From an optimization exercise on the open Yosys and OpenROAD flow, aimed at small area, a short achievable clock period and few clock cycles per item; shortcuts taken in it are not production practice.
At most, simulation tests tie the RTL to the original design; equivalence was not proved.
Power and IR drop assume default switching activity.

// sorted_leaf_entry_table
module sorted_leaf_entry_table
#(
  parameter int CAPACITY = 16
) (
  input  logic                      clk,
  input  logic                      rst_n,
  input  logic                      in_valid,
  output logic                      in_ready,
  input  logic [1:0]                in_func,
  input  logic signed [slet_pkg::FIELD_W-1:0] in_key,
  input  logic signed [slet_pkg::FIELD_W-1:0] in_rec_page,
  input  logic signed [slet_pkg::FIELD_W-1:0] in_rec_slot,
  input  logic [slet_pkg::SMALL_W-1:0]        in_position,
  input  logic signed [slet_pkg::FIELD_W-1:0] in_link_in,
  output logic                      out_valid,
  input  logic                      out_ready,
  output logic [2:0]                out_status,
  output logic [slet_pkg::SMALL_W-1:0]        out_found_position,
  output logic signed [slet_pkg::FIELD_W-1:0] out_key_out,
  output logic signed [slet_pkg::FIELD_W-1:0] out_page_out,
  output logic signed [slet_pkg::FIELD_W-1:0] out_slot_out,
  output logic [slet_pkg::SMALL_W-1:0]        out_entry_count,
  output logic signed [slet_pkg::FIELD_W-1:0] out_link_out
);
Size in the first run: roughly 5900 cells after synthesis, about 83000 um2 of cells after synthesis.
clock: 6.0 ns
lec_check: 0
cap_margin: 20
core_margin: 2
core_utilization: 45
cts_buf_list: sky130_fd_sc_hd__clkbuf_8 sky130_fd_sc_hd__clkbuf_16
cts_cluster_diameter: 60
cts_cluster_size: 30
place_density: 0.55
setup_slack_margin: 3.0
slew_margin: 20
run.sh (not shown) runs the stock make flow with config.mk's settings and CLKGATE_MAP_FILE= SYNTH_SCRIPT=/design/flow/synth_recipe.tcl, a recipe that flattens the netlist after the stock synthesis.
Testbench counts at the start, summed over its fixed seeds: cycles 5,248, items 5,120.
Next try:
--- a/flow/design.v
+++ b/flow/design.v
@@ -138,20 +138,21 @@
   logic [CW-1:0]                       ocount_r;
   logic signed [slet_pkg::FIELD_W-1:0] olink_r;
   assign adv      = !out_v || out_ready;
   assign in_ready = adv;
   assign accept   = in_valid && adv;
   logic                         full, is_ins0, ins0, rd_ok0, link_bad0;
-  logic [CAPACITY-1:0]          wsel_r;    
+  logic [CAPACITY-1:0]          wsel;      
   logic [CAPACITY-1:0]          below;
   slet_pkg::entry_t             new_entry;
   assign full      = vmask_r[CAPACITY-1];
   assign is_ins0   = (in_func == slet_pkg::FN_INSERT);
   assign ins0      = is_ins0 && !full;
   assign rd_ok0    = (in_position != '0) && (in_position <= slet_pkg::SMALL_W'(count_r));
   assign link_bad0 = in_link_in[slet_pkg::FIELD_W-1] && !(&in_link_in[slet_pkg::FIELD_W-2:0]);
+  assign wsel      = vmask_r ^ {vmask_r[CAPACITY-2:0], 1'b1};
   assign new_entry.key  = in_key;
   logic [15:0][3:0] pdig;
   logic [slet_pkg::FIELD_W-1:0] probe_u;
   assign probe_u = {~in_key[slet_pkg::FIELD_W-1], in_key[slet_pkg::FIELD_W-2:0]};
   for (genvar d = 0; d < 16; d++) begin : g_pdig
     assign pdig[d] = 4'b0001 << probe_u[2*d +: 2];
@@ -193,13 +194,13 @@
   logic                              ins2, none_above;
   assign ins2 = adv && pend;
   for (genvar i = 0; i < CAPACITY; i++) begin : g_cell
     slet_cell u_cell (
       .clk       (clk),
       .valid     (vmask_r[i]),
-      .wr_en     (wsel_r[i]),
+      .wr_en     (wsel[i]),
       .new_entry (new_entry),
       .pdig      (pdig),
       .cmp_le    (is_ins0),
       .below     (below[i]),
       .rank_wr   (ins2 && top[i]),
       .new_lo    (nb_lo),
@@ -240,21 +241,19 @@
   always_ff @(posedge clk) begin
     if (!rst_n) begin
       r2_v    <= 1'b0;
       out_v   <= 1'b0;
       count_r <= '0;
       vmask_r <= '0;
-      wsel_r  <= CAPACITY'(1);
       link_r  <= -32'sd1;
     end else if (adv) begin
       r2_v  <= in_valid;
       out_v <= r2_v;
       if (in_valid && ins0) begin
         count_r <= count_r + CW'(1);
         vmask_r <= {vmask_r[CAPACITY-2:0], 1'b1};
-        wsel_r  <= {wsel_r[CAPACITY-2:0], 1'b0};
       end
       if (in_valid && in_func == slet_pkg::FN_SET_LINK && !link_bad0) link_r <= in_link_in;
     end
   end
   always_ff @(posedge clk) begin
     if (adv) begin
What happened:
- wire length came out higher by about 2%
- via count hardly moves
- design area drops by 1.1%
- non-clock buffer count decreases by 14
- power falls by 0.76%
- global-route usage rises by 0.94 points
- area after synthesis came out lower by 0.91%
- sequential power stays flat
- final cell count goes down by 1.7%
Testbench counts after the change, summed over its fixed seeds: cycles 5,248, items 5,120.

---

Another version of the RTL of sorted_leaf_entry_table (not shown whole).
Size: about 5500 cells after synthesis, roughly 290 I/O pins.
==> module slet_cell, before the edit <==
module slet_cell
(
  input  logic                                clk,
  input  logic                                valid,      
  input  logic                                wr_en,      
  input  slet_pkg::entry_t                    new_entry,
  input  logic signed [slet_pkg::FIELD_W-1:0] probe_key,
  input  logic                                cmp_le,     
  output logic                                below,      
  input  logic                                rank_wr,    
  input  logic [3:0]                          new_lo,
  input  logic [3:0]                          new_hi,
  input  logic                                rank_inc,   
  output logic [15:0]                         rank_dec,   
  output logic [3:0]                          rank_lo,    
  output logic [3:0]                          rank_hi,
  input  logic                                rd_sel,     
  output slet_pkg::entry_t                    rd_entry    
);
  slet_pkg::entry_t entry_r;
  logic [3:0]       lo_r, hi_r;
  assign below = valid && ((entry_r.key < probe_key) || (cmp_le && (entry_r.key == probe_key)));
  always_ff @(posedge clk) begin
    if (wr_en) entry_r <= new_entry;
  end
  always_ff @(posedge clk) begin
    if (rank_wr) begin
      lo_r <= new_lo;
      hi_r <= new_hi;
    end else if (rank_inc) begin
      lo_r <= {lo_r[2:0], lo_r[3]};
      if (lo_r[3]) hi_r <= {hi_r[2:0], hi_r[3]};
    end
  end
  for (genvar p = 0; p < 16; p++) begin : g_dec
    assign rank_dec[p] = hi_r[p / 4] && lo_r[p % 4];
  end
  assign rank_lo  = lo_r;
  assign rank_hi  = hi_r;
  assign rd_entry = rd_sel ? entry_r : '0;
endmodule
Settings: LEC_CHECK=0, CAP_MARGIN=20, CORE_MARGIN=2, CORE_UTILIZATION=45, CTS_BUF_LIST=sky130_fd_sc_hd__clkbuf_8 sky130_fd_sc_hd__clkbuf_16, CTS_CLUSTER_DIAMETER=60, CTS_CLUSTER_SIZE=30, PLACE_DENSITY=0.55, SETUP_SLACK_MARGIN=3.0, SLEW_MARGIN=20; clock period 6.0 ns.
Testbench counts at the start, summed over its fixed seeds: cycles 5,248, items 5,120.
Then changed:
--- a/flow/design.v
+++ b/flow/design.v
@@ -46,7 +46,13 @@
   slet_pkg::entry_t entry_r;
   logic [3:0]       lo_r, hi_r;
-  assign below = valid && ((entry_r.key < probe_key) || (cmp_le && (entry_r.key == probe_key)));
-  always_ff @(posedge clk) begin
-    if (wr_en) entry_r <= new_entry;
+  logic [slet_pkg::FIELD_W:0] diff;
+  assign diff  = {1'b0, entry_r.key} + {1'b0, probe_key[slet_pkg::FIELD_W-1], ~probe_key[slet_pkg::FIELD_W-2:0]}
+               + (slet_pkg::FIELD_W+1)'(!cmp_le);
+  assign below = valid && !diff[slet_pkg::FIELD_W];
+  always_ff @(posedge clk) begin
+    if (wr_en) begin
+      entry_r      <= new_entry;
+      entry_r.key  <= {~new_entry.key[slet_pkg::FIELD_W-1], new_entry.key[slet_pkg::FIELD_W-2:0]};
+    end
   end
   always_ff @(posedge clk) begin
@@ -64,5 +70,6 @@
   assign rank_lo  = lo_r;
   assign rank_hi  = hi_r;
-  assign rd_entry = rd_sel ? entry_r : '0;
+  assign rd_entry = rd_sel ? {~entry_r.key[slet_pkg::FIELD_W-1], entry_r.key[slet_pkg::FIELD_W-2:0],
+                              entry_r.page, entry_r.slot} : '0;
 endmodule
 module sorted_leaf_entry_table
Cell area shrinks by 0.61%. Wire length decreases by 4.7%. Utilization goes up by 0.18 points. Setup slack is worse by 0.0091 ns. Power fell by 1.8%. Sequential power is about the same. Clock skew barely changes. Flip-flop and latch count does not change. Synthesized area falls by 0.62%. Cell count fell by 1.5%. Non-clock buffer count is lower by 22. Worst hold slack gets worse by 0.035 ns. Die area falls by 0.61%. Fmax barely changes.
The RTL of the second run of this note was laid out without a check of its function.

re-timing with driven ports:
How much do the figures lean on ideal ports? The routed layouts below were timed once more, with nothing changed but the port constraints.
Step 1 sets driving cells, clkbuf_16 on the clock port and buf_2 on the other inputs (assumed; they add their load-dependent delay and slew).
Step 2, shift: input delay + t, output delay - t, t = (earliest + latest rising clock arrival at the registers) / 2. This alone moves slack from input paths to output paths.
Slacks: no drivers / after step 1 / after step 2; pairs: no drivers / after step 1.
run | shift t [ns] | setup WS [ns] | worst hold slack (ns) | worst register clock-pin slew, ns | pins driven straight from the clock port
the first run of note 1 | 0.916 | 2.769 / 2.823 / 1.907 | 0.434 / 0.434 / 0.434 | 0.11 / 0.11 | 1
the second run of note 1 | 0.920 | 2.858 / 2.858 / 2.023 | 0.432 / 0.432 / 0.432 | 0.10 / 0.10 | 1
the first run of note 2 | 0.893 | 2.883 / 2.865 / 1.972 | 0.427 / 0.427 / 0.427 | 0.10 / 0.10 | 1
the second run of note 2 | 0.906 | 2.874 / 2.800 / 1.894 | 0.392 / 0.392 / 0.392 | 0.11 / 0.11 | 1
After both steps every run listed still meets setup and hold. The setup slack of the second run of note 2, which loses most, moves by -0.074 ns with the drivers and by -0.980 ns with both steps.
